This is an optimization exercise on Yosys and OpenROAD, whose aim is small area, a short achievable clock period and few clock cycles per item, not a production implementation.
The RTL was checked by simulation tests, not by an equivalence proof against the original design.

==> flow/design.v, too long to show whole: its modules and the start of the top module <==
// module cordic_iter: 7929 lines
module cordic_iter (
  input  logic        i_clk,
  input  logic        i_rst,
  input  logic        i_valid,
  output logic        o_ready,
  input  logic        i_mode,
  input  logic [23:0] i_x,
  input  logic [23:0] i_y,
  input  logic [23:0] i_theta,
  output logic        o_valid,
  input  logic        i_ready,
  output logic [23:0] o_a,
  output logic [23:0] o_b,
  output logic [23:0] o_z
);
  // ...
==> flow/run.sh <==
#!/bin/bash
# synth_recipe.tcl (not shown) runs the flow's synth.tcl, then flattens the netlist and writes it again
# the make line also repeats each setting of config.mk as NAME=value (left out here)
make -C /OpenROAD-flow-scripts/flow DESIGN_CONFIG=/design/flow/config.mk WORK_HOME=/design/flow/orfs CLKGATE_MAP_FILE= SYNTH_SCRIPT=/design/flow/synth_recipe.tcl finish
==> flow/config.mk <==
export PLATFORM = sky130hd
export DESIGN_NAME = cordic_iter
export DESIGN_NICKNAME = cordic_iter
export VERILOG_FILES = /design/flow/design.v
export SDC_FILE = /design/flow/constraint.sdc
export NUM_CORES = 4
export LEC_CHECK = 0
export CAP_MARGIN = 20
export CORE_MARGIN = 2
export CORE_UTILIZATION = 40
export SLEW_MARGIN = 20
==> flow/constraint.sdc <==
create_clock -name core_clock -period 10.0 [get_ports {i_clk}]
set_input_delay 2.0000 -clock core_clock [delete_from_list [all_inputs] [get_ports {i_clk}]]
set_output_delay 2.0000 -clock core_clock [all_outputs]
set_load 0.01 [all_outputs]
==> impl_metrics.yaml, run 1 <==
global_route:
  antenna_found_initial: 2
  grt_max_degree: 162
  busiest_layer: "met2"
synthesis:
  synth_top_family_by_area: "adder cells"
  synth_compound_area_frac: 0.102
  synth.top_cell.area_share: 0.408
placed_design:
  pre_cts_ws_ps: 3990
  dp_cells: 10800
timing:
  slew_headroom: 0.322
  fin_skew_ps: 43.4
  grt_setup_unrepaired: "false"
clocking:
  ctsResizeCount: 0
  htree_num_levels: 4
setup_path:
  cp_top_family: "adder cells"
  worstSetupEndpoint: "ca_m$_DFFE_PN_"
  r2r_end: "ca_m$_DFFE_PN_"
  max_stage_delay_ps: 550
  crit_chain: "buf_4, clkinv_1, ha_1, a21oi_1, xnor2_1, inv_1, buf_4, nor2_1, nor3_1, a31oi_1, ha_1, fa_1, ha_1, ha_1, a21o_1, a21o_1, a21o_1, a21o_1, a21oi_1, o211ai_1, a21o_1"
die:
  num_rows: 174
final_layout:
  largestRegisters: "out_q (61), skid_q (61)"
  seq_cell_count: 1313
  multi_input_area_share: 0.475
  finalNetCount: 9463
  final_cells: 11000
outcome:
  status: "finished clean"
route:
  firstDrtPassIters: 6
  wirelength_met1_mm: 75.7
  met3_length_mm: 5.65
worst_hold_path:
  hold_path_class: "reg2reg"
Testbench counts, summed over its fixed seeds: cycles 1,424, items 1,280.
==> run 2, diff against run 1 <==
==> flow/flow/run.sh (new file) <==
#!/bin/bash
# Standard layout, with repair_timing asked to leave more setup slack than the
# 10 ns clock needs, so the achieved period comes out shorter.
set -euo pipefail
export SETUP_SLACK_MARGIN=${MARGIN:-6.5}
bash standard.sh > standard_flow.log 2>&1
==> flow/standard.sh (new file) <==
#!/bin/bash
# synth_recipe.tcl (not shown) runs the flow's synth.tcl, then flattens the netlist and writes it again
# the make line also repeats each setting of config.mk as NAME=value (left out here)
make -C /OpenROAD-flow-scripts/flow DESIGN_CONFIG=/design/flow/config.mk WORK_HOME=/design/flow/orfs CLKGATE_MAP_FILE= SYNTH_SCRIPT=/design/flow/synth_recipe.tcl "${@:-finish}"
removed: flow/run.sh
==> impl_metrics.yaml, run 2 <==
setup_path:
  start_kind: "flop"
  cp_max_fo: 4
  r2r_slack_ps: 5530
  r2r_start: "y_15[15]$_DFFE_PN_"
  worstSetupEndpointType: "flop"
  r2r_end: "ca_m$_DFFE_PN_"
  cp_data_required_time_ps: 10550
  critical_path_class: "reg2reg"
  worst_ep_arrival_time_ps: 5020
  r2r_cells: 20
global_route:
  grtUsageTotal: 0.178
  grt_pass1_wl_mm: 327
  grt_max_degree: 157
  overflow: 0
  antenna_found_initial: 2
  grt_pass1_vias: 61400
timing:
  grt_setup_unrepaired: "true"
  fin_skew_ps: 43.7
  timing.fmax_mhz: 224
  slew_headroom: 0.247
  tns_ps: 0
  period_needed_ps: 4470
  hold_slack_ps: 416
  worst_slew_pin_slew_ps: 1130
  hold_viol_final: 0
  setup_viol: 0
  slew_viol_final: 0
  fin_crit_sh: 0.447
synthesis:
  yosys.cell_count.top_type: "edfxtp_1"
  synth_warnings: 1
  ys_seq_elements: 1313
  syn_inst: 7703
  synth.top_cell.area_share: 0.408
  yosys-top-cells-area: "edfxtp_1, ha_1, fa_1, xnor2_1, xor2_1"
  synth_cell_types: 97
  synth_area_um2: 90700
  synth_edf_count: 1232
  yosysSeqAreaShare: 0.426
  synth_fp_nets: 9236
  ys.flop_type: "edfxtp_1"
  synth_commonest_cells: "edfxtp_1, ha_1, inv_1, xnor2_1"
  ys_async_sr_fraction: 0
  yosysTopAreaCell: "edfxtp_1"
  avgSynthCellArea_um2: 11.8
final_layout:
  register_area_um2: 38600
  largestRegisters: "out_q (61), skid_q (61)"
  nFillCells: 19400
  final_common_cell: "edfxtp_1"
  syn_to_final_growth_pct: 23.8
  final_cell_mix: "edfxtp_1, ha_1, inv_1, xnor2_1, buf_4"
  multi_input_area_um2: 53000
  layout-drive-gt1-share: 0.198
  finalNetCount: 10100
  design_area_um2: 112000
  final_cells: 11600
die:
  ios: 151
  dieArea_um2: 231000
  start_util: 0.403
  die_w_um: 480
  core_um2: 225000
  num_rows: 174
  die_y_um: 480
clocking:
  cts_tree: "built"
  root_buffer: "clkbuf_16"
  cts.sinks: 1313
  clk_latency_ps: 810
  htree_num_levels: 4
  cts_made_buffers: 155
  clock_path_buffers: 3
  clkSlewWorstSetupHoldPaths_ps: 60
  ctsHoldBuffers: 0
worst_hold_path:
  hold_path_class: "reg2reg"
  min_to: "z_8[5]$_DFFE_PN_"
  hp-start: "z_7[5]$_DFFE_PN_"
  hold_depth: 0
route:
  vias_per_cell: 5.02
  drt_first_iter_violations: 2438
  firstDrtPassIters: 5
  vias: 58500
  routedWlPerCell_um: 18.1
  drc: 0
  wl_mm: 211
  antenna_left: 0
placed_design:
  hpwl_mm: 149
  place_area_um2: 95800
  dp_cells: 10800
  routabilityCongestion: 0.886
  io_buffers: 150
flow_run:
  max_cap_violations: 0
outcome:
  status: "finished clean"
-- run 2: cell counts after synthesis --
No cell type changed its count.
-- run 2: cells by family after synthesis --
| logic type | share of synthesized area |
|---|---|
| adder cells (fa/ha/maj) | 0.240 |
| AO/OA/AOI/OAI | 0.102 |
| buffers and inverters | 0.0454 |
| XOR/XNOR | 0.112 |
| AND/OR/NAND/NOR | 0.0693 |
| multiplexers | 0.00560 |
| flip-flops | 0.426 |
-- run 2: worst max-delay path by stage --
stage,slack (ps),start,cells after the start,endpoint
final,5530,y_15[15]$_DFFE_PN_,20,ca_m$_DFFE_PN_
after detailed placement,3990,y_15[17]$_DFFE_PN_,21,ca_m$_DFFE_PN_
after floorplan,-8510,skid_v$_SDFF_PP0_,2,a0[0]$_DFFE_PN_
after global placement,3950,y_15[17]$_DFFE_PN_,20,ca_m$_DFFE_PN_
after CTS,5550,y_15[15]$_DFFE_PN_,20,ca_m$_DFFE_PN_
after global routing,5420,y_15[15]$_DFFE_PN_,20,ca_m$_DFFE_PN_
-- run 2: critical path: stages (launching register included) --
cell	delay (ps)
edfxtp_1	410
buf_12	150
clkinvlp_4	110
ha_4	200
mux2_4	310
ha_4	190
nor2_4	80
nor2_1	40
a21oi_1	170
o21ai_2	110
ha_1	330
fa_2	530
ha_1	220
ha_1	270
a21o_1	180
a21o_1	150
a21o_1	150
a21o_1	160
a21oi_2	160
o211ai_1	100
a21o_1	170
-- run 2: stage by stage --
step	utilization	setup slack, ps
CTS	0.478	5550
detailed placement	0.426	3990
global placement	0.426	3950
floorplan	-	-8510
global route	0.499	5420
finish	0.499	5530
-- run 2: cell type report --
class | count | area share
multi-input cells | 5318 | 0.472
flip-flops and latches | 1313 | 0.344
repair buffers | 785 | 0.0712
clock buffers | 194 | 0.0371
well taps | 2992 | 0.0333
inverters | 954 | 0.0328
clock inverters | 89 | 0.00969
repair inverters | 2 | 0.000134
diodes | 2 | 0.0000446
-- run 2: metal layers --
layer | vias to the layer above | track usage | wire, µm
met5 | - | 0 | 0
met4 | 0 | 0.0550 | 7290
met3 | 383 | 0.0234 | 5810
met2 | 825 | 0.350 | 116000
met1 | 28600 | 0.196 | 81600
li1 | 28600 | - | -
-- run 2: timing repair --
| item | in CTS | in global routing |
|---|---|---|
| endpoints found under the setup margin | 1143 | 448 |
| cloned | 33 | 11 |
| endpoints found under the hold margin | 0 | 0 |
| gates resized for setup | 911 | 515 |
| setup buffers | 309 | 246 |
| pin swaps | 280 | 333 |

## port drivers added, routing unchanged
In the flow no input, the clock included, has a driving cell. The finished layouts below were timed again as built, in two steps.
Step 1 assumes that a clkbuf_16 drives the clock port and a buf_2 every other input.
Step 2 adds t to the input delays and takes it off the output delays; t is the mean of the earliest and latest rising clock arrival at the registers after step 1. Input paths then give back, and output paths get back, about the clock's delay inside the block.
Three values: ideal ports, drivers, drivers and shift; two values: the first two.
run | shift t [ns] | setup WS [ns] | latest minus earliest clock arrival (ns)
run 1 | 0.875 | 3.994 / 3.994 / 3.994 | 0.043 / 0.044
run 2 | 0.884 | 5.534 / 5.534 / 5.534 | 0.045 / 0.044
After both steps setup and hold are still met in every run listed.
